Context: an optimization exercise on an open-source flow, tuned for small area, a short achievable clock period and few clock cycles per item. The choices shown serve that exercise and are no tape-out recipe.
Only simulation tests tie the RTL to the original design; equivalence was not proved.

<file path="design.v">
`default_nettype none
module bch (
	input  logic        i_clk,
	input  logic        i_arst_n,
	input  logic        i_set,
	input  logic [63:0] i_data,
	output logic        o_ready,
	output logic        o_finish,
	output logic [9:0]  o_data
);
	function automatic [9:0] qsolve(input [9:0] x);
		qsolve[0] = 1'b0;
		qsolve[1] = x[2] ^ x[4] ^ x[7];
		qsolve[2] = x[3] ^ x[4] ^ x[6] ^ x[7];
		qsolve[3] = x[1] ^ x[2] ^ x[4] ^ x[6] ^ x[9];
		qsolve[4] = x[3] ^ x[6] ^ x[7] ^ x[8] ^ x[9];
		qsolve[5] = x[0] ^ x[3] ^ x[6] ^ x[7] ^ x[9];
		qsolve[6] = x[7] ^ x[9];
		qsolve[7] = x[8] ^ x[9];
		qsolve[8] = x[6] ^ x[7] ^ x[9];
		qsolve[9] = x[8];
	endfunction
	function automatic [4:0] t_inv32(input [4:0] x);
		t_inv32[0] = 32'hbd89b432 >> x;
		t_inv32[1] = 32'hba357164 >> x;
		t_inv32[2] = 32'h4c98f3e8 >> x;
		t_inv32[3] = 32'h8a7ba4d8 >> x;
		t_inv32[4] = 32'hed3a0d2c >> x;
	endfunction
	function automatic [4:0] t_l31(input [4:0] x);
		t_l31[0] = 32'h1afb9244 >> x;
		t_l31[1] = 32'hb7903954 >> x;
		t_l31[2] = 32'h2dd584d8 >> x;
		t_l31[3] = 32'ha37162ac >> x;
		t_l31[4] = 32'h7a6628f0 >> x;
	endfunction
	function automatic [5:0] t_l33(input [4:0] x);
		t_l33[0] = 32'h96aaa66a >> x;
		t_l33[1] = 32'h6669a695 >> x;
		t_l33[2] = 32'h659696a6 >> x;
		t_l33[3] = 32'h5a95a565 >> x;
		t_l33[4] = 32'h566599aa >> x;
		t_l33[5] = 32'h0 >> x;
	endfunction
	function automatic [5:0] t_l33m3(input [4:0] x);
		t_l33m3[0] = 32'h69a56598 >> x;
		t_l33m3[1] = 32'ha6969958 >> x;
		t_l33m3[2] = 32'h5aaa6994 >> x;
		t_l33m3[3] = 32'ha6566aa8 >> x;
		t_l33m3[4] = 32'h95996594 >> x;
		t_l33m3[5] = 32'h3 >> x;
	endfunction
	function automatic [4:0] t_sq(input [4:0] x);
		t_sq[0] = 32'ha3be4c2d >> x;
		t_sq[1] = 32'hb51df26 >> x;
		t_sq[2] = 32'h6a3be4c2 >> x;
		t_sq[3] = 32'h30b51df2 >> x;
		t_sq[4] = 32'h7c985a8e >> x;
	endfunction
	function automatic [4:0] t_ki(input [5:0] x);
		t_ki[0] = 64'h91be7d89 >> x;
		t_ki[1] = 64'h9e100879 >> x;
		t_ki[2] = 64'hbbc993dd >> x;
		t_ki[3] = 64'h640db026 >> x;
		t_ki[4] = 64'hc74ff2e3 >> x;
	endfunction
	function automatic [4:0] t_kt(input [5:0] x);
		t_kt[0] = 64'h1f3ec4a46 >> x;
		t_kt[1] = 64'h8043ca78 >> x;
		t_kt[2] = 64'h4c9eeaef >> x;
		t_kt[3] = 64'h6d813190 >> x;
		t_kt[4] = 64'h7f971b1d >> x;
	endfunction
	function automatic [9:0] t_a(input [4:0] x);
		t_a[0] = 32'h4ccccccc >> x;
		t_a[1] = 32'h70f0f0f0 >> x;
		t_a[2] = 32'h7f00ff00 >> x;
		t_a[3] = 32'h7fff0000 >> x;
		t_a[4] = 32'h2aaaaaaa >> x;
		t_a[5] = 32'h4ccccccc >> x;
		t_a[6] = 32'h70f0f0f0 >> x;
		t_a[7] = 32'h7f00ff00 >> x;
		t_a[8] = 32'h7fff0000 >> x;
		t_a[9] = 32'h2aaaaaaa >> x;
	endfunction
	function automatic [9:0] t_b(input [5:0] x);
		t_b[0] = 64'hcccccccc >> x;
		t_b[1] = 64'hf0f0f0f0 >> x;
		t_b[2] = 64'hff00ff00 >> x;
		t_b[3] = 64'hffff0000 >> x;
		t_b[4] = 64'h55555555 >> x;
		t_b[5] = 64'h33333333 >> x;
		t_b[6] = 64'hf0f0f0f >> x;
		t_b[7] = 64'hff00ff >> x;
		t_b[8] = 64'hffff >> x;
		t_b[9] = 64'haaaaaaaa >> x;
	endfunction
	function automatic [4:0] m32(input [4:0] a, input [4:0] b);
		logic [8:0] p;
		p = '0;
		for (int i = 0; i < 5; i++)
			if (b[i])
				p = p ^ (9'(a) << i);
		for (int i = 8; i >= 5; i--)
			if (p[i])
				p = p ^ (9'b100101 << (i - 5));
		m32 = p[4:0];
	endfunction
	function automatic [4:0] sq32(input [4:0] a);
		sq32 = m32(a, a);
	endfunction
	function automatic [4:0] add31(input [4:0] a, input [4:0] b);
		logic [4:0] kg0;
		logic [4:0] kp0;
		logic [4:0] kg1;
		logic [4:0] kp1;
		logic [4:0] kg2;
		logic [4:0] kp2;
		logic [4:0] kg3;
		logic [4:0] kp3;
		logic [4:0] h;
		logic c;
		kg0 = a & b;
		kp0 = a ^ b;
		h = kp0;
		kg1[0] = kg0[0];
		kp1[0] = kp0[0];
		kg1[1] = kg0[1] | (kp0[1] & kg0[0]);
		kp1[1] = kp0[1] & kp0[0];
		kg1[2] = kg0[2] | (kp0[2] & kg0[1]);
		kp1[2] = kp0[2] & kp0[1];
		kg1[3] = kg0[3] | (kp0[3] & kg0[2]);
		kp1[3] = kp0[3] & kp0[2];
		kg1[4] = kg0[4] | (kp0[4] & kg0[3]);
		kp1[4] = kp0[4] & kp0[3];
		kg2[0] = kg1[0];
		kp2[0] = kp1[0];
		kg2[1] = kg1[1];
		kp2[1] = kp1[1];
		kg2[2] = kg1[2] | (kp1[2] & kg1[0]);
		kp2[2] = kp1[2] & kp1[0];
		kg2[3] = kg1[3] | (kp1[3] & kg1[1]);
		kp2[3] = kp1[3] & kp1[1];
		kg2[4] = kg1[4] | (kp1[4] & kg1[2]);
		kp2[4] = kp1[4] & kp1[2];
		kg3[0] = kg2[0];
		kp3[0] = kp2[0];
		kg3[1] = kg2[1];
		kp3[1] = kp2[1];
		kg3[2] = kg2[2];
		kp3[2] = kp2[2];
		kg3[3] = kg2[3];
		kp3[3] = kp2[3];
		kg3[4] = kg2[4] | (kp2[4] & kg2[0]);
		kp3[4] = kp2[4] & kp2[0];
		c = kg3[4] | kp3[4];
		add31[0] = h[0] ^ c;
		add31[1] = h[1] ^ (kg3[0] | (kp3[0] & c));
		add31[2] = h[2] ^ (kg3[1] | (kp3[1] & c));
		add31[3] = h[3] ^ (kg3[2] | (kp3[2] & c));
		add31[4] = h[4] ^ (kg3[3] | (kp3[3] & c));
	endfunction
	function automatic [9:0] add1023(input [9:0] a, input [9:0] b);
		logic [9:0] kg0;
		logic [9:0] kp0;
		logic [9:0] kg1;
		logic [9:0] kp1;
		logic [9:0] kg2;
		logic [9:0] kp2;
		logic [9:0] kg3;
		logic [9:0] kp3;
		logic [9:0] kg4;
		logic [9:0] kp4;
		logic [9:0] h;
		logic c;
		kg0 = a & b;
		kp0 = a ^ b;
		h = kp0;
		kg1[0] = kg0[0];
		kp1[0] = kp0[0];
		kg1[1] = kg0[1] | (kp0[1] & kg0[0]);
		kp1[1] = kp0[1] & kp0[0];
		kg1[2] = kg0[2] | (kp0[2] & kg0[1]);
		kp1[2] = kp0[2] & kp0[1];
		kg1[3] = kg0[3] | (kp0[3] & kg0[2]);
		kp1[3] = kp0[3] & kp0[2];
		kg1[4] = kg0[4] | (kp0[4] & kg0[3]);
		kp1[4] = kp0[4] & kp0[3];
		kg1[5] = kg0[5] | (kp0[5] & kg0[4]);
		kp1[5] = kp0[5] & kp0[4];
		kg1[6] = kg0[6] | (kp0[6] & kg0[5]);
		kp1[6] = kp0[6] & kp0[5];
		kg1[7] = kg0[7] | (kp0[7] & kg0[6]);
		kp1[7] = kp0[7] & kp0[6];
		kg1[8] = kg0[8] | (kp0[8] & kg0[7]);
		kp1[8] = kp0[8] & kp0[7];
		kg1[9] = kg0[9] | (kp0[9] & kg0[8]);
		kp1[9] = kp0[9] & kp0[8];
		kg2[0] = kg1[0];
		kp2[0] = kp1[0];
		kg2[1] = kg1[1];
		kp2[1] = kp1[1];
		kg2[2] = kg1[2] | (kp1[2] & kg1[0]);
		kp2[2] = kp1[2] & kp1[0];
		kg2[3] = kg1[3] | (kp1[3] & kg1[1]);
		kp2[3] = kp1[3] & kp1[1];
		kg2[4] = kg1[4] | (kp1[4] & kg1[2]);
		kp2[4] = kp1[4] & kp1[2];
		kg2[5] = kg1[5] | (kp1[5] & kg1[3]);
		kp2[5] = kp1[5] & kp1[3];
		kg2[6] = kg1[6] | (kp1[6] & kg1[4]);
		kp2[6] = kp1[6] & kp1[4];
		kg2[7] = kg1[7] | (kp1[7] & kg1[5]);
		kp2[7] = kp1[7] & kp1[5];
		kg2[8] = kg1[8] | (kp1[8] & kg1[6]);
		kp2[8] = kp1[8] & kp1[6];
		kg2[9] = kg1[9] | (kp1[9] & kg1[7]);
		kp2[9] = kp1[9] & kp1[7];
		kg3[0] = kg2[0];
		kp3[0] = kp2[0];
		kg3[1] = kg2[1];
		kp3[1] = kp2[1];
		kg3[2] = kg2[2];
		kp3[2] = kp2[2];
		kg3[3] = kg2[3];
		kp3[3] = kp2[3];
		kg3[4] = kg2[4] | (kp2[4] & kg2[0]);
		kp3[4] = kp2[4] & kp2[0];
		kg3[5] = kg2[5] | (kp2[5] & kg2[1]);
		kp3[5] = kp2[5] & kp2[1];
		kg3[6] = kg2[6] | (kp2[6] & kg2[2]);
		kp3[6] = kp2[6] & kp2[2];
		kg3[7] = kg2[7] | (kp2[7] & kg2[3]);
		kp3[7] = kp2[7] & kp2[3];
		kg3[8] = kg2[8] | (kp2[8] & kg2[4]);
		kp3[8] = kp2[8] & kp2[4];
		kg3[9] = kg2[9] | (kp2[9] & kg2[5]);
		kp3[9] = kp2[9] & kp2[5];
		kg4[0] = kg3[0];
		kp4[0] = kp3[0];
		kg4[1] = kg3[1];
		kp4[1] = kp3[1];
		kg4[2] = kg3[2];
		kp4[2] = kp3[2];
		kg4[3] = kg3[3];
		kp4[3] = kp3[3];
		kg4[4] = kg3[4];
		kp4[4] = kp3[4];
		kg4[5] = kg3[5];
		kp4[5] = kp3[5];
		kg4[6] = kg3[6];
		kp4[6] = kp3[6];
		kg4[7] = kg3[7];
		kp4[7] = kp3[7];
		kg4[8] = kg3[8] | (kp3[8] & kg3[0]);
		kp4[8] = kp3[8] & kp3[0];
		kg4[9] = kg3[9] | (kp3[9] & kg3[1]);
		kp4[9] = kp3[9] & kp3[1];
		c = kg4[9] | kp4[9];
		add1023[0] = h[0] ^ c;
		add1023[1] = h[1] ^ (kg4[0] | (kp4[0] & c));
		add1023[2] = h[2] ^ (kg4[1] | (kp4[1] & c));
		add1023[3] = h[3] ^ (kg4[2] | (kp4[2] & c));
		add1023[4] = h[4] ^ (kg4[3] | (kp4[3] & c));
		add1023[5] = h[5] ^ (kg4[4] | (kp4[4] & c));
		add1023[6] = h[6] ^ (kg4[5] | (kp4[5] & c));
		add1023[7] = h[7] ^ (kg4[6] | (kp4[6] & c));
		add1023[8] = h[8] ^ (kg4[7] | (kp4[7] & c));
		add1023[9] = h[9] ^ (kg4[8] | (kp4[8] & c));
	endfunction
	function automatic lt10(input [9:0] a, input [9:0] bn);
		logic [9:0] kg0;
		logic [9:0] kp0;
		logic [9:0] kg1;
		logic [9:0] kp1;
		logic [9:0] kg2;
		logic [9:0] kp2;
		logic [9:0] kg3;
		logic [9:0] kp3;
		logic [9:0] kg4;
		logic [9:0] kp4;
		logic [9:0] h;
		logic [9:0] b;
		logic c;
		b = ~bn;
		kg0 = a & b;
		kp0 = a ^ b;
		h = kp0;
		kg1[0] = kg0[0];
		kp1[0] = kp0[0];
		kg1[1] = kg0[1] | (kp0[1] & kg0[0]);
		kp1[1] = kp0[1] & kp0[0];
		kg1[2] = kg0[2] | (kp0[2] & kg0[1]);
		kp1[2] = kp0[2] & kp0[1];
		kg1[3] = kg0[3] | (kp0[3] & kg0[2]);
		kp1[3] = kp0[3] & kp0[2];
		kg1[4] = kg0[4] | (kp0[4] & kg0[3]);
		kp1[4] = kp0[4] & kp0[3];
		kg1[5] = kg0[5] | (kp0[5] & kg0[4]);
		kp1[5] = kp0[5] & kp0[4];
		kg1[6] = kg0[6] | (kp0[6] & kg0[5]);
		kp1[6] = kp0[6] & kp0[5];
		kg1[7] = kg0[7] | (kp0[7] & kg0[6]);
		kp1[7] = kp0[7] & kp0[6];
		kg1[8] = kg0[8] | (kp0[8] & kg0[7]);
		kp1[8] = kp0[8] & kp0[7];
		kg1[9] = kg0[9] | (kp0[9] & kg0[8]);
		kp1[9] = kp0[9] & kp0[8];
		kg2[0] = kg1[0];
		kp2[0] = kp1[0];
		kg2[1] = kg1[1];
		kp2[1] = kp1[1];
		kg2[2] = kg1[2] | (kp1[2] & kg1[0]);
		kp2[2] = kp1[2] & kp1[0];
		kg2[3] = kg1[3] | (kp1[3] & kg1[1]);
		kp2[3] = kp1[3] & kp1[1];
		kg2[4] = kg1[4] | (kp1[4] & kg1[2]);
		kp2[4] = kp1[4] & kp1[2];
		kg2[5] = kg1[5] | (kp1[5] & kg1[3]);
		kp2[5] = kp1[5] & kp1[3];
		kg2[6] = kg1[6] | (kp1[6] & kg1[4]);
		kp2[6] = kp1[6] & kp1[4];
		kg2[7] = kg1[7] | (kp1[7] & kg1[5]);
		kp2[7] = kp1[7] & kp1[5];
		kg2[8] = kg1[8] | (kp1[8] & kg1[6]);
		kp2[8] = kp1[8] & kp1[6];
		kg2[9] = kg1[9] | (kp1[9] & kg1[7]);
		kp2[9] = kp1[9] & kp1[7];
		kg3[0] = kg2[0];
		kp3[0] = kp2[0];
		kg3[1] = kg2[1];
		kp3[1] = kp2[1];
		kg3[2] = kg2[2];
		kp3[2] = kp2[2];
		kg3[3] = kg2[3];
		kp3[3] = kp2[3];
		kg3[4] = kg2[4] | (kp2[4] & kg2[0]);
		kp3[4] = kp2[4] & kp2[0];
		kg3[5] = kg2[5] | (kp2[5] & kg2[1]);
		kp3[5] = kp2[5] & kp2[1];
		kg3[6] = kg2[6] | (kp2[6] & kg2[2]);
		kp3[6] = kp2[6] & kp2[2];
		kg3[7] = kg2[7] | (kp2[7] & kg2[3]);
		kp3[7] = kp2[7] & kp2[3];
		kg3[8] = kg2[8] | (kp2[8] & kg2[4]);
		kp3[8] = kp2[8] & kp2[4];
		kg3[9] = kg2[9] | (kp2[9] & kg2[5]);
		kp3[9] = kp2[9] & kp2[5];
		kg4[0] = kg3[0];
		kp4[0] = kp3[0];
		kg4[1] = kg3[1];
		kp4[1] = kp3[1];
		kg4[2] = kg3[2];
		kp4[2] = kp3[2];
		kg4[3] = kg3[3];
		kp4[3] = kp3[3];
		kg4[4] = kg3[4];
		kp4[4] = kp3[4];
		kg4[5] = kg3[5];
		kp4[5] = kp3[5];
		kg4[6] = kg3[6];
		kp4[6] = kp3[6];
		kg4[7] = kg3[7];
		kp4[7] = kp3[7];
		kg4[8] = kg3[8] | (kp3[8] & kg3[0]);
		kp4[8] = kp3[8] & kp3[0];
		kg4[9] = kg3[9] | (kp3[9] & kg3[1]);
		kp4[9] = kp3[9] & kp3[1];
		lt10 = !(kg4[9] | kp4[9]);
	endfunction
	function automatic [6:0] a6(input [5:0] a, input [5:0] b);
		logic [5:0] kg0;
		logic [5:0] kp0;
		logic [5:0] kg1;
		logic [5:0] kp1;
		logic [5:0] kg2;
		logic [5:0] kp2;
		logic [5:0] kg3;
		logic [5:0] kp3;
		logic [5:0] h;
		logic c;
		kg0 = a & b;
		kp0 = a ^ b;
		h = kp0;
		kg1[0] = kg0[0];
		kp1[0] = kp0[0];
		kg1[1] = kg0[1] | (kp0[1] & kg0[0]);
		kp1[1] = kp0[1] & kp0[0];
		kg1[2] = kg0[2] | (kp0[2] & kg0[1]);
		kp1[2] = kp0[2] & kp0[1];
		kg1[3] = kg0[3] | (kp0[3] & kg0[2]);
		kp1[3] = kp0[3] & kp0[2];
		kg1[4] = kg0[4] | (kp0[4] & kg0[3]);
		kp1[4] = kp0[4] & kp0[3];
		kg1[5] = kg0[5] | (kp0[5] & kg0[4]);
		kp1[5] = kp0[5] & kp0[4];
		kg2[0] = kg1[0];
		kp2[0] = kp1[0];
		kg2[1] = kg1[1];
		kp2[1] = kp1[1];
		kg2[2] = kg1[2] | (kp1[2] & kg1[0]);
		kp2[2] = kp1[2] & kp1[0];
		kg2[3] = kg1[3] | (kp1[3] & kg1[1]);
		kp2[3] = kp1[3] & kp1[1];
		kg2[4] = kg1[4] | (kp1[4] & kg1[2]);
		kp2[4] = kp1[4] & kp1[2];
		kg2[5] = kg1[5] | (kp1[5] & kg1[3]);
		kp2[5] = kp1[5] & kp1[3];
		kg3[0] = kg2[0];
		kp3[0] = kp2[0];
		kg3[1] = kg2[1];
		kp3[1] = kp2[1];
		kg3[2] = kg2[2];
		kp3[2] = kp2[2];
		kg3[3] = kg2[3];
		kp3[3] = kp2[3];
		kg3[4] = kg2[4] | (kp2[4] & kg2[0]);
		kp3[4] = kp2[4] & kp2[0];
		kg3[5] = kg2[5] | (kp2[5] & kg2[1]);
		kp3[5] = kp2[5] & kp2[1];
		a6[0] = h[0];
		a6[1] = h[1] ^ kg3[0];
		a6[2] = h[2] ^ kg3[1];
		a6[3] = h[3] ^ kg3[2];
		a6[4] = h[4] ^ kg3[3];
		a6[5] = h[5] ^ kg3[4];
		a6[6] = kg3[5];
	endfunction
	function automatic [7:0] a7(input [6:0] a, input [6:0] b);
		logic [6:0] kg0;
		logic [6:0] kp0;
		logic [6:0] kg1;
		logic [6:0] kp1;
		logic [6:0] kg2;
		logic [6:0] kp2;
		logic [6:0] kg3;
		logic [6:0] kp3;
		logic [6:0] h;
		logic c;
		kg0 = a & b;
		kp0 = a ^ b;
		h = kp0;
		kg1[0] = kg0[0];
		kp1[0] = kp0[0];
		kg1[1] = kg0[1] | (kp0[1] & kg0[0]);
		kp1[1] = kp0[1] & kp0[0];
		kg1[2] = kg0[2] | (kp0[2] & kg0[1]);
		kp1[2] = kp0[2] & kp0[1];
		kg1[3] = kg0[3] | (kp0[3] & kg0[2]);
		kp1[3] = kp0[3] & kp0[2];
		kg1[4] = kg0[4] | (kp0[4] & kg0[3]);
		kp1[4] = kp0[4] & kp0[3];
		kg1[5] = kg0[5] | (kp0[5] & kg0[4]);
		kp1[5] = kp0[5] & kp0[4];
		kg1[6] = kg0[6] | (kp0[6] & kg0[5]);
		kp1[6] = kp0[6] & kp0[5];
		kg2[0] = kg1[0];
		kp2[0] = kp1[0];
		kg2[1] = kg1[1];
		kp2[1] = kp1[1];
		kg2[2] = kg1[2] | (kp1[2] & kg1[0]);
		kp2[2] = kp1[2] & kp1[0];
		kg2[3] = kg1[3] | (kp1[3] & kg1[1]);
		kp2[3] = kp1[3] & kp1[1];
		kg2[4] = kg1[4] | (kp1[4] & kg1[2]);
		kp2[4] = kp1[4] & kp1[2];
		kg2[5] = kg1[5] | (kp1[5] & kg1[3]);
		kp2[5] = kp1[5] & kp1[3];
		kg2[6] = kg1[6] | (kp1[6] & kg1[4]);
		kp2[6] = kp1[6] & kp1[4];
		kg3[0] = kg2[0];
		kp3[0] = kp2[0];
		kg3[1] = kg2[1];
		kp3[1] = kp2[1];
		kg3[2] = kg2[2];
		kp3[2] = kp2[2];
		kg3[3] = kg2[3];
		kp3[3] = kp2[3];
		kg3[4] = kg2[4] | (kp2[4] & kg2[0]);
		kp3[4] = kp2[4] & kp2[0];
		kg3[5] = kg2[5] | (kp2[5] & kg2[1]);
		kp3[5] = kp2[5] & kp2[1];
		kg3[6] = kg2[6] | (kp2[6] & kg2[2]);
		kp3[6] = kp2[6] & kp2[2];
		a7[0] = h[0];
		a7[1] = h[1] ^ kg3[0];
		a7[2] = h[2] ^ kg3[1];
		a7[3] = h[3] ^ kg3[2];
		a7[4] = h[4] ^ kg3[3];
		a7[5] = h[5] ^ kg3[4];
		a7[6] = h[6] ^ kg3[5];
		a7[7] = kg3[6];
	endfunction
	function automatic [5:0] add33(input [5:0] x, input [5:0] y);
		logic [4:0] g;
		logic [4:0] q;
		logic [4:0] gg;
		logic [4:0] pp;
		logic       cin;
		logic [5:0] s;
		g  = x[4:0] & y[4:0];
		q  = x[4:0] ^ y[4:0];
		gg[0] = g[0];
		pp[0] = q[0];
		for (int i = 1; i < 5; i++) begin
			gg[i] = g[i] | (q[i] & gg[i-1]);
			pp[i] = q[i] & pp[i-1];
		end
		cin = !gg[4];
		s[0] = q[0] ^ cin;
		for (int i = 1; i < 5; i++)
			s[i] = q[i] ^ (gg[i-1] | (pp[i-1] & cin));
		s[5] = cin && pp[4];
		add33 = x[5] ? y : y[5] ? x : s;
	endfunction
	logic       busy;
	logic [3:0] cnt;
	logic       last;
	logic       fin;
	assign o_ready = !busy;
	assign last    = busy && (cnt == 4'd15);
	always_ff @(posedge i_clk or negedge i_arst_n) begin
		if (!i_arst_n) begin
			busy   <= 1'b0;
			cnt    <= '0;
			fin    <= 1'b0;
		end else begin
			fin    <= last;
			cnt    <= cnt + 1'b1;
			if (!busy) begin
				cnt  <= 4'd1;
				busy <= i_set;
			end else if (last) begin
				busy <= 1'b0;
			end
		end
	end
	logic [63:0] dm;
	logic [9:0]  acc1;
	logic [9:0]  acc3;
	logic [9:0]  fb1;
	logic [9:0]  fb3;
	assign dm  = {i_data[63] && !last, i_data[62:0]};   
	assign fb1 = busy ? acc1 : 10'd0;
	assign fb3 = busy ? acc3 : 10'd0;
	logic [343:0] sx;
	assign sx[0] = dm[5] ^ dm[53];
	assign sx[1] = dm[34] ^ dm[52];
	assign sx[2] = dm[7] ^ dm[46];
	assign sx[3] = dm[17] ^ dm[58];
	assign sx[4] = dm[14] ^ dm[33];
	assign sx[5] = dm[20] ^ dm[60];
	assign sx[6] = dm[27] ^ dm[29];
	assign sx[7] = dm[54] ^ dm[57];
	assign sx[8] = dm[10] ^ dm[37];
	assign sx[9] = dm[38] ^ dm[48];
	assign sx[10] = dm[31] ^ dm[62];
	assign sx[11] = dm[1] ^ dm[56];
	assign sx[12] = dm[23] ^ sx[0];
	assign sx[13] = dm[0] ^ dm[51];
	assign sx[14] = dm[24] ^ dm[61];
	assign sx[15] = dm[11] ^ dm[13];
	assign sx[16] = dm[36] ^ dm[45];
	assign sx[17] = dm[12] ^ dm[15];
	assign sx[18] = dm[9] ^ dm[40];
	assign sx[19] = dm[35] ^ dm[59];
	assign sx[20] = dm[3] ^ dm[18];
	assign sx[21] = dm[4] ^ sx[10];
	assign sx[22] = dm[32] ^ sx[4];
	assign sx[23] = sx[5] ^ sx[9];
	assign sx[24] = dm[6] ^ sx[3];
	assign sx[25] = sx[1] ^ sx[6];
	assign sx[26] = dm[47] ^ sx[11];
	assign sx[27] = fb3[7] ^ dm[43];
	assign sx[28] = dm[42] ^ dm[49];
	assign sx[29] = dm[16] ^ dm[26];
	assign sx[30] = sx[7] ^ sx[14];
	assign sx[31] = dm[30] ^ sx[2];
	assign sx[32] = sx[12] ^ sx[19];
	assign sx[33] = fb3[5] ^ fb3[9];
	assign sx[34] = fb3[3] ^ dm[21];
	assign sx[35] = dm[28] ^ dm[55];
	assign sx[36] = fb3[8] ^ dm[22];
	assign sx[37] = dm[2] ^ dm[50];
	assign sx[38] = dm[19] ^ dm[44];
	assign sx[39] = sx[8] ^ sx[15];
	assign sx[40] = fb1[4] ^ sx[17];
	assign sx[41] = fb3[4] ^ sx[33];
	assign sx[42] = fb3[6] ^ dm[39];
	assign sx[43] = fb1[7] ^ dm[43];
	assign sx[44] = dm[25] ^ sx[13];
	assign sx[45] = sx[18] ^ sx[29];
	assign sx[46] = sx[16] ^ sx[20];
	assign sx[47] = sx[27] ^ sx[34];
	assign sx[48] = dm[41] ^ sx[25];
	assign sx[49] = sx[22] ^ sx[39];
	assign sx[50] = sx[24] ^ sx[26];
	assign sx[51] = fb1[3] ^ fb1[5];
	assign sx[52] = fb3[2] ^ dm[34];
	assign sx[53] = dm[8] ^ dm[55];
	assign sx[54] = dm[11] ^ dm[49];
	assign sx[55] = dm[59] ^ sx[1];
	assign sx[56] = dm[42] ^ sx[2];
	assign sx[57] = dm[51] ^ sx[28];
	assign sx[58] = dm[20] ^ sx[18];
	assign sx[59] = dm[53] ^ sx[37];
	assign sx[60] = dm[21] ^ sx[38];
	assign sx[61] = dm[18] ^ sx[7];
	assign sx[62] = sx[21] ^ sx[23];
	assign sx[63] = fb3[0] ^ sx[30];
	assign sx[64] = fb1[1] ^ sx[40];
	assign sx[65] = dm[48] ^ sx[47];
	assign sx[66] = sx[25] ^ sx[31];
	assign sx[67] = sx[21] ^ sx[42];
	assign sx[68] = sx[15] ^ sx[23];
	assign sx[69] = fb1[6] ^ sx[32];
	assign sx[70] = fb3[1] ^ sx[32];
	assign sx[71] = dm[22] ^ sx[48];
	assign sx[72] = fb1[3] ^ fb1[9];
	assign sx[73] = fb1[2] ^ fb1[9];
	assign sx[74] = dm[12] ^ dm[56];
	assign sx[75] = dm[46] ^ sx[41];
	assign sx[76] = dm[15] ^ dm[17];
	assign sx[77] = dm[3] ^ dm[54];
	assign sx[78] = dm[16] ^ dm[24];
	assign sx[79] = dm[60] ^ sx[72];
	assign sx[80] = dm[26] ^ dm[29];
	assign sx[81] = dm[2] ^ dm[47];
	assign sx[82] = dm[0] ^ dm[32];
	assign sx[83] = dm[7] ^ dm[37];
	assign sx[84] = dm[39] ^ sx[73];
	assign sx[85] = dm[26] ^ dm[33];
	assign sx[86] = fb3[8] ^ dm[44];
	assign sx[87] = dm[13] ^ sx[51];
	assign sx[88] = fb1[0] ^ dm[61];
	assign sx[89] = dm[14] ^ dm[19];
	assign sx[90] = dm[3] ^ dm[4];
	assign sx[91] = sx[2] ^ sx[53];
	assign sx[92] = sx[0] ^ sx[52];
	assign sx[93] = sx[3] ^ sx[4];
	assign sx[94] = dm[25] ^ sx[36];
	assign sx[95] = dm[62] ^ sx[38];
	assign sx[96] = sx[54] ^ sx[85];
	assign sx[97] = sx[5] ^ sx[13];
	assign sx[98] = sx[43] ^ sx[84];
	assign sx[99] = dm[57] ^ sx[9];
	assign sx[100] = dm[0] ^ sx[35];
	assign sx[101] = sx[14] ^ sx[17];
	assign sx[102] = dm[63] ^ sx[28];
	assign sx[103] = dm[8] ^ sx[8];
	assign sx[104] = sx[36] ^ sx[76];
	assign sx[105] = dm[45] ^ sx[13];
	assign sx[106] = sx[6] ^ sx[8];
	assign sx[107] = sx[43] ^ sx[88];
	assign sx[108] = fb1[2] ^ sx[16];
	assign sx[109] = sx[22] ^ sx[44];
	assign sx[110] = dm[27] ^ sx[93];
	assign sx[111] = dm[39] ^ sx[56];
	assign sx[112] = dm[60] ^ sx[45];
	assign sx[113] = sx[24] ^ sx[75];
	assign sx[114] = sx[30] ^ sx[31];
	assign sx[115] = sx[46] ^ sx[59];
	assign sx[116] = sx[55] ^ sx[99];
	assign sx[117] = dm[52] ^ sx[61];
	assign sx[118] = sx[77] ^ sx[102];
	assign sx[119] = sx[12] ^ sx[40];
	assign sx[120] = dm[58] ^ sx[91];
	assign sx[121] = sx[60] ^ sx[66];
	assign sx[122] = sx[58] ^ sx[113];
	assign sx[123] = sx[49] ^ sx[90];
	assign sx[124] = sx[11] ^ sx[64];
	assign sx[125] = sx[16] ^ sx[65];
	assign sx[126] = sx[35] ^ sx[50];
	assign sx[127] = fb1[8] ^ sx[114];
	assign sx[128] = sx[50] ^ sx[62];
	assign sx[129] = sx[57] ^ sx[112];
	assign sx[130] = fb1[6] ^ dm[16];
	assign sx[131] = dm[28] ^ dm[36];
	assign sx[132] = sx[10] ^ sx[79];
	assign sx[133] = sx[130] ^ sx[131];
	assign sx[134] = sx[24] ^ sx[132];
	assign sx[135] = sx[133] ^ sx[109];
	assign sx[136] = sx[118] ^ sx[119];
	assign sx[137] = sx[134] ^ sx[121];
	assign sx[138] = sx[135] ^ sx[136];
	assign sx[139] = sx[137] ^ sx[138];
	assign sx[140] = dm[7] ^ dm[35];
	assign sx[141] = sx[4] ^ sx[18];
	assign sx[142] = sx[28] ^ sx[140];
	assign sx[143] = sx[107] ^ sx[141];
	assign sx[144] = sx[142] ^ sx[68];
	assign sx[145] = sx[117] ^ sx[119];
	assign sx[146] = sx[143] ^ sx[126];
	assign sx[147] = sx[144] ^ sx[145];
	assign sx[148] = sx[146] ^ sx[147];
	assign sx[149] = fb1[0] ^ fb1[1];
	assign sx[150] = fb1[4] ^ sx[149];
	assign sx[151] = sx[150] ^ dm[2];
	assign sx[152] = dm[15] ^ dm[22];
	assign sx[153] = dm[29] ^ dm[31];
	assign sx[154] = sx[1] ^ sx[35];
	assign sx[155] = sx[79] ^ sx[151];
	assign sx[156] = sx[152] ^ sx[153];
	assign sx[157] = sx[26] ^ sx[46];
	assign sx[158] = sx[154] ^ sx[155];
	assign sx[159] = sx[156] ^ sx[49];
	assign sx[160] = sx[157] ^ sx[158];
	assign sx[161] = sx[69] ^ sx[127];
	assign sx[162] = sx[159] ^ sx[160];
	assign sx[163] = sx[161] ^ sx[162];
	assign sx[164] = dm[5] ^ dm[10];
	assign sx[165] = dm[50] ^ sx[164];
	assign sx[166] = sx[61] ^ sx[96];
	assign sx[167] = sx[98] ^ sx[105];
	assign sx[168] = sx[165] ^ sx[62];
	assign sx[169] = sx[64] ^ sx[166];
	assign sx[170] = sx[167] ^ sx[121];
	assign sx[171] = sx[168] ^ sx[169];
	assign sx[172] = sx[170] ^ sx[171];
	assign sx[173] = dm[33] ^ dm[37];
	assign sx[174] = dm[53] ^ sx[29];
	assign sx[175] = sx[87] ^ sx[173];
	assign sx[176] = sx[55] ^ sx[108];
	assign sx[177] = sx[174] ^ sx[175];
	assign sx[178] = sx[176] ^ sx[177];
	assign sx[179] = sx[127] ^ sx[128];
	assign sx[180] = sx[178] ^ sx[179];
	assign sx[181] = fb1[8] ^ dm[52];
	assign sx[182] = sx[3] ^ sx[20];
	assign sx[183] = sx[80] ^ sx[89];
	assign sx[184] = sx[181] ^ sx[100];
	assign sx[185] = sx[182] ^ sx[183];
	assign sx[186] = sx[68] ^ sx[111];
	assign sx[187] = sx[184] ^ sx[185];
	assign sx[188] = sx[69] ^ sx[124];
	assign sx[189] = sx[186] ^ sx[187];
	assign sx[190] = sx[188] ^ sx[189];
	assign sx[191] = fb1[5] ^ dm[9];
	assign sx[192] = dm[12] ^ dm[14];
	assign sx[193] = dm[38] ^ dm[54];
	assign sx[194] = sx[54] ^ sx[83];
	assign sx[195] = sx[191] ^ sx[192];
	assign sx[196] = sx[193] ^ sx[44];
	assign sx[197] = sx[98] ^ sx[194];
	assign sx[198] = sx[195] ^ sx[115];
	assign sx[199] = sx[196] ^ sx[197];
	assign sx[200] = sx[71] ^ sx[126];
	assign sx[201] = sx[198] ^ sx[199];
	assign sx[202] = sx[200] ^ sx[201];
	assign sx[203] = dm[21] ^ dm[46];
	assign sx[204] = sx[87] ^ sx[203];
	assign sx[205] = sx[21] ^ sx[45];
	assign sx[206] = sx[103] ^ sx[204];
	assign sx[207] = sx[110] ^ sx[115];
	assign sx[208] = sx[116] ^ sx[205];
	assign sx[209] = sx[206] ^ sx[124];
	assign sx[210] = sx[207] ^ sx[208];
	assign sx[211] = sx[209] ^ sx[210];
	assign sx[212] = fb1[4] ^ dm[56];
	assign sx[213] = sx[37] ^ sx[78];
	assign sx[214] = sx[212] ^ sx[58];
	assign sx[215] = sx[60] ^ sx[106];
	assign sx[216] = sx[108] ^ sx[213];
	assign sx[217] = sx[109] ^ sx[117];
	assign sx[218] = sx[120] ^ sx[214];
	assign sx[219] = sx[215] ^ sx[216];
	assign sx[220] = sx[69] ^ sx[217];
	assign sx[221] = sx[218] ^ sx[219];
	assign sx[222] = sx[220] ^ sx[221];
	assign sx[223] = sx[51] ^ dm[17];
	assign sx[224] = dm[48] ^ sx[0];
	assign sx[225] = sx[53] ^ sx[74];
	assign sx[226] = sx[223] ^ sx[107];
	assign sx[227] = sx[224] ^ sx[225];
	assign sx[228] = sx[226] ^ sx[227];
	assign sx[229] = sx[71] ^ sx[123];
	assign sx[230] = sx[129] ^ sx[228];
	assign sx[231] = sx[229] ^ sx[230];
	assign sx[232] = dm[33] ^ sx[27];
	assign sx[233] = sx[26] ^ sx[95];
	assign sx[234] = sx[97] ^ sx[103];
	assign sx[235] = sx[104] ^ sx[232];
	assign sx[236] = sx[66] ^ sx[118];
	assign sx[237] = sx[233] ^ sx[234];
	assign sx[238] = sx[235] ^ sx[70];
	assign sx[239] = sx[236] ^ sx[237];
	assign sx[240] = sx[238] ^ sx[239];
	assign sx[241] = fb3[0] ^ fb3[9];
	assign sx[242] = sx[241] ^ dm[11];
	assign sx[243] = dm[41] ^ sx[82];
	assign sx[244] = sx[86] ^ sx[242];
	assign sx[245] = sx[31] ^ sx[45];
	assign sx[246] = sx[46] ^ sx[92];
	assign sx[247] = sx[101] ^ sx[106];
	assign sx[248] = sx[243] ^ sx[244];
	assign sx[249] = sx[245] ^ sx[246];
	assign sx[250] = sx[247] ^ sx[248];
	assign sx[251] = sx[128] ^ sx[249];
	assign sx[252] = sx[250] ^ sx[251];
	assign sx[253] = sx[33] ^ dm[1];
	assign sx[254] = dm[8] ^ dm[30];
	assign sx[255] = dm[40] ^ dm[47];
	assign sx[256] = dm[50] ^ sx[0];
	assign sx[257] = sx[10] ^ sx[17];
	assign sx[258] = sx[82] ^ sx[83];
	assign sx[259] = sx[253] ^ sx[254];
	assign sx[260] = sx[255] ^ sx[30];
	assign sx[261] = sx[47] ^ sx[94];
	assign sx[262] = sx[256] ^ sx[257];
	assign sx[263] = sx[258] ^ sx[259];
	assign sx[264] = sx[48] ^ sx[68];
	assign sx[265] = sx[260] ^ sx[261];
	assign sx[266] = sx[262] ^ sx[263];
	assign sx[267] = sx[264] ^ sx[265];
	assign sx[268] = sx[266] ^ sx[267];
	assign sx[269] = sx[41] ^ dm[10];
	assign sx[270] = dm[18] ^ dm[36];
	assign sx[271] = sx[81] ^ sx[89];
	assign sx[272] = sx[269] ^ sx[270];
	assign sx[273] = sx[12] ^ sx[94];
	assign sx[274] = sx[101] ^ sx[271];
	assign sx[275] = sx[272] ^ sx[67];
	assign sx[276] = sx[116] ^ sx[120];
	assign sx[277] = sx[273] ^ sx[274];
	assign sx[278] = sx[129] ^ sx[275];
	assign sx[279] = sx[276] ^ sx[277];
	assign sx[280] = sx[278] ^ sx[279];
	assign sx[281] = fb3[7] ^ fb3[9];
	assign sx[282] = sx[281] ^ dm[1];
	assign sx[283] = dm[9] ^ dm[28];
	assign sx[284] = dm[35] ^ dm[58];
	assign sx[285] = sx[5] ^ sx[20];
	assign sx[286] = sx[29] ^ sx[42];
	assign sx[287] = sx[282] ^ sx[283];
	assign sx[288] = sx[284] ^ sx[39];
	assign sx[289] = sx[59] ^ sx[95];
	assign sx[290] = sx[285] ^ sx[286];
	assign sx[291] = sx[287] ^ sx[63];
	assign sx[292] = sx[288] ^ sx[289];
	assign sx[293] = sx[290] ^ sx[71];
	assign sx[294] = sx[291] ^ sx[292];
	assign sx[295] = sx[293] ^ sx[294];
	assign sx[296] = fb3[2] ^ dm[5];
	assign sx[297] = sx[36] ^ sx[78];
	assign sx[298] = sx[296] ^ sx[26];
	assign sx[299] = sx[56] ^ sx[100];
	assign sx[300] = sx[297] ^ sx[65];
	assign sx[301] = sx[67] ^ sx[110];
	assign sx[302] = sx[298] ^ sx[299];
	assign sx[303] = sx[300] ^ sx[301];
	assign sx[304] = sx[302] ^ sx[303];
	assign sx[305] = sx[41] ^ dm[1];
	assign sx[306] = dm[6] ^ dm[24];
	assign sx[307] = dm[27] ^ dm[55];
	assign sx[308] = sx[7] ^ sx[19];
	assign sx[309] = sx[86] ^ sx[305];
	assign sx[310] = sx[306] ^ sx[307];
	assign sx[311] = sx[97] ^ sx[308];
	assign sx[312] = sx[309] ^ sx[310];
	assign sx[313] = sx[111] ^ sx[311];
	assign sx[314] = sx[312] ^ sx[123];
	assign sx[315] = sx[125] ^ sx[313];
	assign sx[316] = sx[314] ^ sx[315];
	assign sx[317] = sx[81] ^ sx[44];
	assign sx[318] = sx[92] ^ sx[96];
	assign sx[319] = sx[63] ^ sx[317];
	assign sx[320] = sx[318] ^ sx[122];
	assign sx[321] = sx[125] ^ sx[319];
	assign sx[322] = sx[320] ^ sx[321];
	assign sx[323] = fb3[4] ^ fb3[5];
	assign sx[324] = fb3[6] ^ sx[323];
	assign sx[325] = sx[324] ^ dm[45];
	assign sx[326] = sx[34] ^ sx[37];
	assign sx[327] = sx[80] ^ sx[325];
	assign sx[328] = sx[23] ^ sx[57];
	assign sx[329] = sx[104] ^ sx[326];
	assign sx[330] = sx[327] ^ sx[49];
	assign sx[331] = sx[63] ^ sx[328];
	assign sx[332] = sx[329] ^ sx[70];
	assign sx[333] = sx[330] ^ sx[331];
	assign sx[334] = sx[332] ^ sx[333];
	assign sx[335] = sx[6] ^ sx[20];
	assign sx[336] = sx[27] ^ sx[52];
	assign sx[337] = sx[74] ^ sx[22];
	assign sx[338] = sx[105] ^ sx[335];
	assign sx[339] = sx[336] ^ sx[67];
	assign sx[340] = sx[337] ^ sx[338];
	assign sx[341] = sx[70] ^ sx[122];
	assign sx[342] = sx[339] ^ sx[340];
	assign sx[343] = sx[341] ^ sx[342];
	always_ff @(posedge i_clk) begin
		acc1[0] <= sx[139];
		acc1[1] <= sx[148];
		acc1[2] <= sx[163];
		acc1[3] <= sx[172];
		acc1[4] <= sx[180];
		acc1[5] <= sx[190];
		acc1[6] <= sx[202];
		acc1[7] <= sx[211];
		acc1[8] <= sx[222];
		acc1[9] <= sx[231];
		acc3[0] <= sx[240];
		acc3[1] <= sx[252];
		acc3[2] <= sx[268];
		acc3[3] <= sx[280];
		acc3[4] <= sx[295];
		acc3[5] <= sx[304];
		acc3[6] <= sx[316];
		acc3[7] <= sx[322];
		acc3[8] <= sx[334];
		acc3[9] <= sx[343];
	end
	logic [11:0] st;      
	logic [4:0] r_31;     
	logic [5:0] r_33;
	logic [9:0] lin;      
	logic [9:0] lx;
	logic [4:0] qt;       
	logic [4:0] qn;       
	logic       qbz;      
	logic [4:0] raw31;
	logic [5:0] raw33;
	logic [5:0] m3_33;
	assign lx = fin ? acc1 : lin;
	logic [4:0] opa;
	logic [4:0] op1b;
	logic [4:0] op2b;
	logic [4:0] esq;
	assign esq  = t_sq(r_31);
	assign opa  = st[3] ? esq : lx[4:0];
	assign op1b = st[3] ? t_ki(r_33) : t_inv32(lx[9:5]);
	assign op2b = st[3] ? t_kt(r_33) : lx[9:5];
	always_ff @(posedge i_clk) begin
		qt  <= m32(opa, op1b);
		qn  <= m32(opa, op2b) ^ (st[3] ? 5'd0 : (sq32(lx[4:0]) ^ sq32(lx[9:5])));
		qbz <= (lx[9:5] == 5'd0);
	end
	assign raw31 = t_l31(qn);
	assign raw33 = qbz ? 6'd32 : t_l33(qt);
	assign m3_33 = qbz ? 6'd32 : t_l33m3(qt);
	logic [4:0] x31;
	logic [5:0] x33;
	always_ff @(posedge i_clk) begin
		x31 <= raw31;
		x33 <= st[0] ? m3_33 : raw33;
	end
	logic [4:0] r1_31;    
	logic [5:0] r1_33;
	logic       r1h;
	logic [4:0] op31;
	logic [5:0] op33;
	logic       s1z;      
	logic       s3z;      
	logic       single;
	logic       sgl_n;
	logic [9:0] p;
	logic [9:0] p1;
	logic [9:0] od;
	logic       of;
	logic [1:0] ocnt;
	logic       od_lt;
	logic       empty;
	always_ff @(posedge i_clk or negedge i_arst_n) begin
		if (!i_arst_n) begin
			st <= '0;
		end else begin
			st <= {st[10:0], fin};
		end
	end
	assign r1_31 = {r1h, p1[9:6]};
	assign r1_33 = p1[5:0];
	assign op31 = st[1] ? {x31[3:0], x31[4]} : st[2] ? ~r_31 : r1_31;
	assign op33 = st[1] ? 6'd32 : st[2] ? r_33 : r1_33;
	assign sgl_n = !s3z && (r_31 == 5'd0) && r_33[5];
	logic [9:0] exq;
	logic       sglq;
	assign exq = {qt, qn};
	always_ff @(posedge i_clk) begin
		sglq <= sgl_n;
	end
	logic [4:0] c31;
	logic [9:0] cb;
	always_ff @(posedge i_clk) begin
		c31 <= r_31;
		cb  <= t_b(r_33);
	end
	assign p     = add1023(t_a(c31), cb);
	assign od_lt = lt10(od, p1);
	assign empty  = s1z;
	assign single = s3z;
	always_ff @(posedge i_clk) begin
		if (fin) begin
			s1z <= (acc1 == 10'd0);
			lin <= acc3;
		end else if (st[4]) begin
			lin <= sglq ? 10'd1 : s3z ? 10'd32 : (qsolve(exq) ^ 10'd32);
		end else begin
			lin <= lin ^ 10'd1;
		end
		if (st[0]) begin
			s3z   <= (lin == 10'd0);
			r1h   <= raw31[4];
		end
		if (st[4]) begin
			s1z <= s1z || (!sglq && !s3z && ^(exq & 10'd288));   
			s3z <= sglq;
		end
		r_31 <= add31(x31, op31);
		r_33 <= add33(x33, op33);
		if (st[0])
			p1 <= {raw31[3:0], raw33};
		else if (st[9] || (st[11] && !od_lt))
			p1 <= st[9] ? p : od;
	end
	assign o_finish = of;
	assign o_data   = od;
	always_ff @(posedge i_clk or negedge i_arst_n) begin
		if (!i_arst_n) begin
			of   <= 1'b0;
			ocnt <= '0;
		end else begin
			if (st[11]) begin
				of   <= 1'b1;
				ocnt <= empty ? 2'd0 : single ? 2'd1 : 2'd2;
			end else if (of) begin
				if (ocnt == 2'd0)
					of <= 1'b0;
				else
					ocnt <= ocnt - 1'b1;
			end
		end
	end
	always_ff @(posedge i_clk) begin
		if (st[10]) begin
			od <= p;
		end else if (st[11]) begin
			if (empty)
				od <= 10'd1023;
			else if (single || !od_lt)
				od <= p1;
		end else if (ocnt == 2'd2) begin
			od <= p1;
		end else begin
			od <= 10'd1023;
		end
	end
endmodule
`default_nettype wire
</file>
<file path="flow/run.sh">
#!/bin/bash
# Standard layout, but the port buffers are sky130_fd_sc_hd__buf_2 instead of the delay
# buffer buffer_ports picks by default. Everything else is the standard flow's own flow (standard.sh).
set -euo pipefail
bash standard.sh "BUFFER_PORTS_ARGS=-buffer_cell sky130_fd_sc_hd__buf_2" finish > standard.log 2>&1
</file>
<file path="standard.sh">
#!/bin/bash
# synth_recipe.tcl (not shown) runs the flow's synth.tcl, then flattens the netlist and writes it again
# the make line also repeats each setting of config.mk as NAME=value (left out here)
make -C /OpenROAD-flow-scripts/flow DESIGN_CONFIG=/design/flow/config.mk WORK_HOME=/design/flow/orfs CLKGATE_MAP_FILE= SYNTH_SCRIPT=/design/flow/synth_recipe.tcl "${@:-finish}"
</file>
<file path="config.mk">
export PLATFORM = sky130hd
export DESIGN_NAME = bch
export DESIGN_NICKNAME = bch
export VERILOG_FILES = /design/flow/design.v
export SDC_FILE = /design/flow/constraint.sdc
export NUM_CORES = 4
export LEC_CHECK = 0
export ABC_AREA = 1
export CAP_MARGIN = 20
export CORE_MARGIN = 2
export CORE_UTILIZATION = 40
export CTS_BUF_LIST = sky130_fd_sc_hd__clkbuf_4 sky130_fd_sc_hd__clkbuf_8
export CTS_CLUSTER_SIZE = 30
export SETUP_SLACK_MARGIN = 3.8
export SLEW_MARGIN = 20
</file>
<file path="constraint.sdc">
create_clock -name core_clock -period 6.5 [get_ports {i_clk}]
set_input_delay 1.3000 -clock core_clock [delete_from_list [all_inputs] [get_ports {i_clk}]]
set_output_delay 1.3000 -clock core_clock [all_outputs]
set_load 0.01 [all_outputs]
</file>
==> results.tsv <==
stage	metric	value	unit
drt	post-route DRC violation count	0	
logic_synthesis	cell area after synthesis	12550	um^2
floorplan	area of the core region	30750	um^2
grt	via count of the first global-routing pass	11210	
timing	Max Freq	373.5	MHz
logic_synthesis	library cell occupying the most area in the post-synthesis netlist	sky130_fd_sc_hd__nand2_1	
drt	routed wire length	39390	um
logic_synthesis	largest family of logic cells by synthesized area	XOR/XNOR gates	
drt	ratio of routed vias to standard cells	5.195	
logic_synthesis	share of the synthesized area in the top cell type	13.58	%
timing	minimum clock period after layout	2.677	ns
cells_and_area	number of inserted filler cells in the final layout	3085	
timing	final hold vios	0	
logic_synthesis	total of warnings raised by yosys	1	
grt	met3 usage in global routing	3.064	%
placed_design	pre-CTS WS	3.055	ns
logic_synthesis	xor/xnor cell area share of the yosys netlist	27.89	%
worst_setup_path	class of the most critical setup path	input pin to flop	
drt	via count	11810	
floorplan	Die Width	181.1	um
worst_setup_path	category of the worst setup path launch point	input pin	
timing	final clock skew	0.01806	ns
floorplan	vertical die dimension	181.1	um
run_status	outcome	timing/DRC/antenna clean	
logic_synthesis	post-synthesis compound-gate area fraction	9.901	%
placed_design	Port Buffer Count	78	
floorplan	effective utilization at floorplan	40.81	%
flow_run	# Max-Cap Violations	0	
floorplan	number of placed I/O pins	79	
timing	final total negative setup slack	0	ns
cts	clock tree from TritonCTS	yes	
cts	Hold-fix buffers, CTS	0	
min_path	path type of the worst min-delay path	flop to flop	
timing	final setup violating endpoints	0	
grt	largest net degree at the start of global routing	27	
cells_and_area	number of inserted diodes	0	
timing	RSZ-0062 raised after global routing	yes	
drt	Detail Route Antenna Nets	0	
logic_synthesis	total nets after synthesis	1883	
drt	detail-routed net length per standard cell	17.33	um
floorplan	number of placement rows	64	
grt	total routing resource utilization after global routing	23.23	%
worst_setup_path	required time worst endpoint	6.86	ns
grt	initial antenna violation count	0	
floorplan	area of the die	32800	um^2
worst_setup_path	Slowest Stage Delay on Critical Path	0.26	ns
cts	clock slew at reported path FFs	0.09	ns
worst_setup_path	library cell contributing the largest single delay on the critical path	sky130_fd_sc_hd__or2_4	
grt	busiest layer in global routing	met2	
logic_synthesis	unique cell type count in the Yosys netlist	60	
cells_and_area	most common cell after layout, fill and taps aside	sky130_fd_sc_hd__nand2_1	
cts	deepest level of the CTS H-tree	4	
cells_and_area	layout cells sized above 1	19.77	%
logic_synthesis	number of enable-type register cells in the synthesized netlist	32	
timing	measured slew at the worst slew-check pin	0.8139	ns
timing	worst-case headroom to the max-slew limit	45.17	%
logic_synthesis	flip-flop and latch count after synthesis	123	
cts	clk latency of the worst-skew pair	0.44	ns
worst_setup_path	cell-by-cell trace of the critical path	buf_2 -> or2_4 -> nand2_4 -> inv_2 -> or2_4 -> nand2_4 -> buf_12 -> xor2_2 -> xor2_1 -> xnor2_1 -> xnor2_1	
timing	number of max-slew violations in the final report	0	
cts	clk root buf	sky130_fd_sc_hd__clkbuf_8	
grt	leftover overflow at the end of global routing	0	
logic_synthesis	Synth Area in Simple Gates	25.72	%
logic_synthesis	cell count after synthesis	1752	
cells_and_area	area added between synthesis and finish	19.50	%
logic_synthesis	post-synthesis async set-or-reset flop share	17.07	%
grt	met2 track demand over resource in global routing	39.23	%
cells_and_area	fin nets	1995	
logic_synthesis	share of synthesized area occupied by flip-flops and latches	23.01	%
placed_design	half-perimeter wire length after placement	31290	um
worst_setup_path	Reg2Reg Depth	13	
worst_setup_path	crit-path max FO	4	
cts	buffers from clock root to sink, at most	2	
grt	global-route wire length before repair	60310	um
worst_setup_path	arrival time of data at the critical path endpoint	3.04	ns
worst_setup_path	sort of element at the end of the critical path	flop	
logic_synthesis	top flip-flop cell by instance count after synthesis	sky130_fd_sc_hd__dfxtp_1	
timing	Final WS setup	3.823	ns
placed_design	gpl congestion	1.040	
cts	Sink Count	123	
drt	number of DRC violations after detailed-routing iteration 0	819	
grt	M1 GR Usage	30.33	%
drt	number of search-and-repair iterations in the first detailed-routing pass	6	
cells_and_area	leading cell types in the layout, fill and taps excluded	sky130_fd_sc_hd__nand2_1, sky130_fd_sc_hd__xor2_1, sky130_fd_sc_hd__inv_1, sky130_fd_sc_hd__xnor2_1, sky130_fd_sc_hd__nand3_1	
logic_synthesis	proportion of synthesized area in mux cells	0	%
logic_synthesis	Mean Syn Cell Area	7.162	um^2
timing	crit share post-route	41.19	%
min_path	cell depth of the worst min-delay path	0	
logic_synthesis	biggest area contributors in the synthesized netlist	sky130_fd_sc_hd__nand2_1, sky130_fd_sc_hd__xor2_1, sky130_fd_sc_hd__dfxtp_1	
cts	cts bufs inserted	17	
logic_synthesis	post-synthesis share of cell area spent on full adders, half adders and majority gates	6.501	%
-- kinds of logic after synthesis --
group / after synthesis
and+or+nand+nor: 765
adders and majority gates: 64
buffers and inverters: 218
xor gates and xnor gates: 370
AOI/OAI and AO/OA: 212
DFF: 123
-- per-layer routing --
layer	wire length, um	up-vias
met3	2048	70
met4	1430	0
met2	18800	421
met1	17110	5475
met5	0	-
li1	-	5842
-- state kept, by name (all words and copies together), names as in the netlist, 2 cells and up --
name  count
cnt       4
od       10
c31       5
r_31      5
qt        5
r_33      6
x31       5
st       12
acc1     10
qn        5
acc3     10
ocnt      2
cb       10
x33       6
p1       10
lin      10
-- layout make-up --
cell class | instances | area, um^2 | area share [%]
clock buffers | 20 | 256.5 | 1.710
clock inverters | 12 | 170.2 | 1.135
inverters | 184 | 723.2 | 4.823
multi-input cells | 1411 | 9617 | 64.13
flip-flops and latches | 123 | 2937 | 19.58
well taps | 396 | 495.5 | 3.304
repair buffers | 126 | 788.3 | 5.257
repair inverters | 1 | 8.758 | 0.05841
-- worst max-delay path: cells and delay by family --
family	cells	cell delay, ns
AND/OR/NAND/NOR	4	0.66
buffers and inverters	3	0.29
XOR/XNOR	4	0.77
-- repair_timing --
item / CTS / global route
pin swaps: 9 / 50
cloned: 0 / 1
setup endpoints to repair: 54 / 45
hold endpoints to repair: 0 / 0
gates resized for setup: 69 / 154
buffers inserted: 11 / 35
-- synthesized netlist by cell type (21+ instances only) --
library cell               number
sky130_fd_sc_hd__dfrtp_1       21
sky130_fd_sc_hd__nand2_1      454
sky130_fd_sc_hd__o21ai_0       82
sky130_fd_sc_hd__inv_1        176
sky130_fd_sc_hd__xnor2_1      150
sky130_fd_sc_hd__ha_1          62
sky130_fd_sc_hd__edfxtp_1      32
sky130_fd_sc_hd__xor2_1       190
sky130_fd_sc_hd__a21oi_1       59
sky130_fd_sc_hd__nor2_1       110
sky130_fd_sc_hd__nand3_1      135
sky130_fd_sc_hd__dfxtp_1       70
-- through the flow --
stage          cell area, um^2  hold slack [ns]  util [%]  cells
2_1_floorplan            12570           0.3312         -   1752
3_3_place_gp             13290           0.3360     43.21   2194
3_5_place_dp             13290           0.3347     43.21   2194
4_1_cts                  14080           0.3561     45.80   2237
5_1_grt                  15000           0.3731     48.77   2273
6_report                 15000           0.3542     48.77   2273
-- final timing paths --
check,startpoint,end,slack (ns)
max,i_data[53],acc1[1]$_DFF_P_,3.82
min,st[8]$_DFF_PN0_,st[9]$_DFF_PN0_,0.35
max reg2reg,st[1]$_DFF_PN0_,r_33[0]$_DFF_P_,3.85
min in group asynchronous,i_arst_n,cnt[3]$_DFF_PN0_,0.81
min reg2reg,st[8]$_DFF_PN0_,st[9]$_DFF_PN0_,0.35
max in group asynchronous,i_arst_n,st[2]$_DFF_PN0_,5.29
Testbench counts, summed over its fixed seeds: cycles 3,193, items 192.

afterwards: timing with drivers on the ports:
Ports are ideal in the flow. The routed layout listed here was re-timed in OpenROAD.
Step 1 (the two cells are an assumption about what drives the block):
set clk [get_ports {i_clk}]
set_driving_cell -lib_cell sky130_fd_sc_hd__clkbuf_16 $clk
set_driving_cell -lib_cell sky130_fd_sc_hd__buf_2 [delete_from_list [all_inputs] $clk]
Step 2, shift: input delay + t, output delay - t, t = (earliest + latest rising clock arrival at the registers) / 2. This alone moves slack from input paths to output paths.
Three values: ideal ports, drivers, drivers and shift; two values: the first two.
t (ns): 0.475
setup slack, ns: 3.823 / 3.838 / 3.364
pins driven straight from the clock port: 1
After both steps this run still meets setup and hold. For this run, drivers alone change the setup slack by +0.015 ns; drivers and shift together by -0.459 ns.
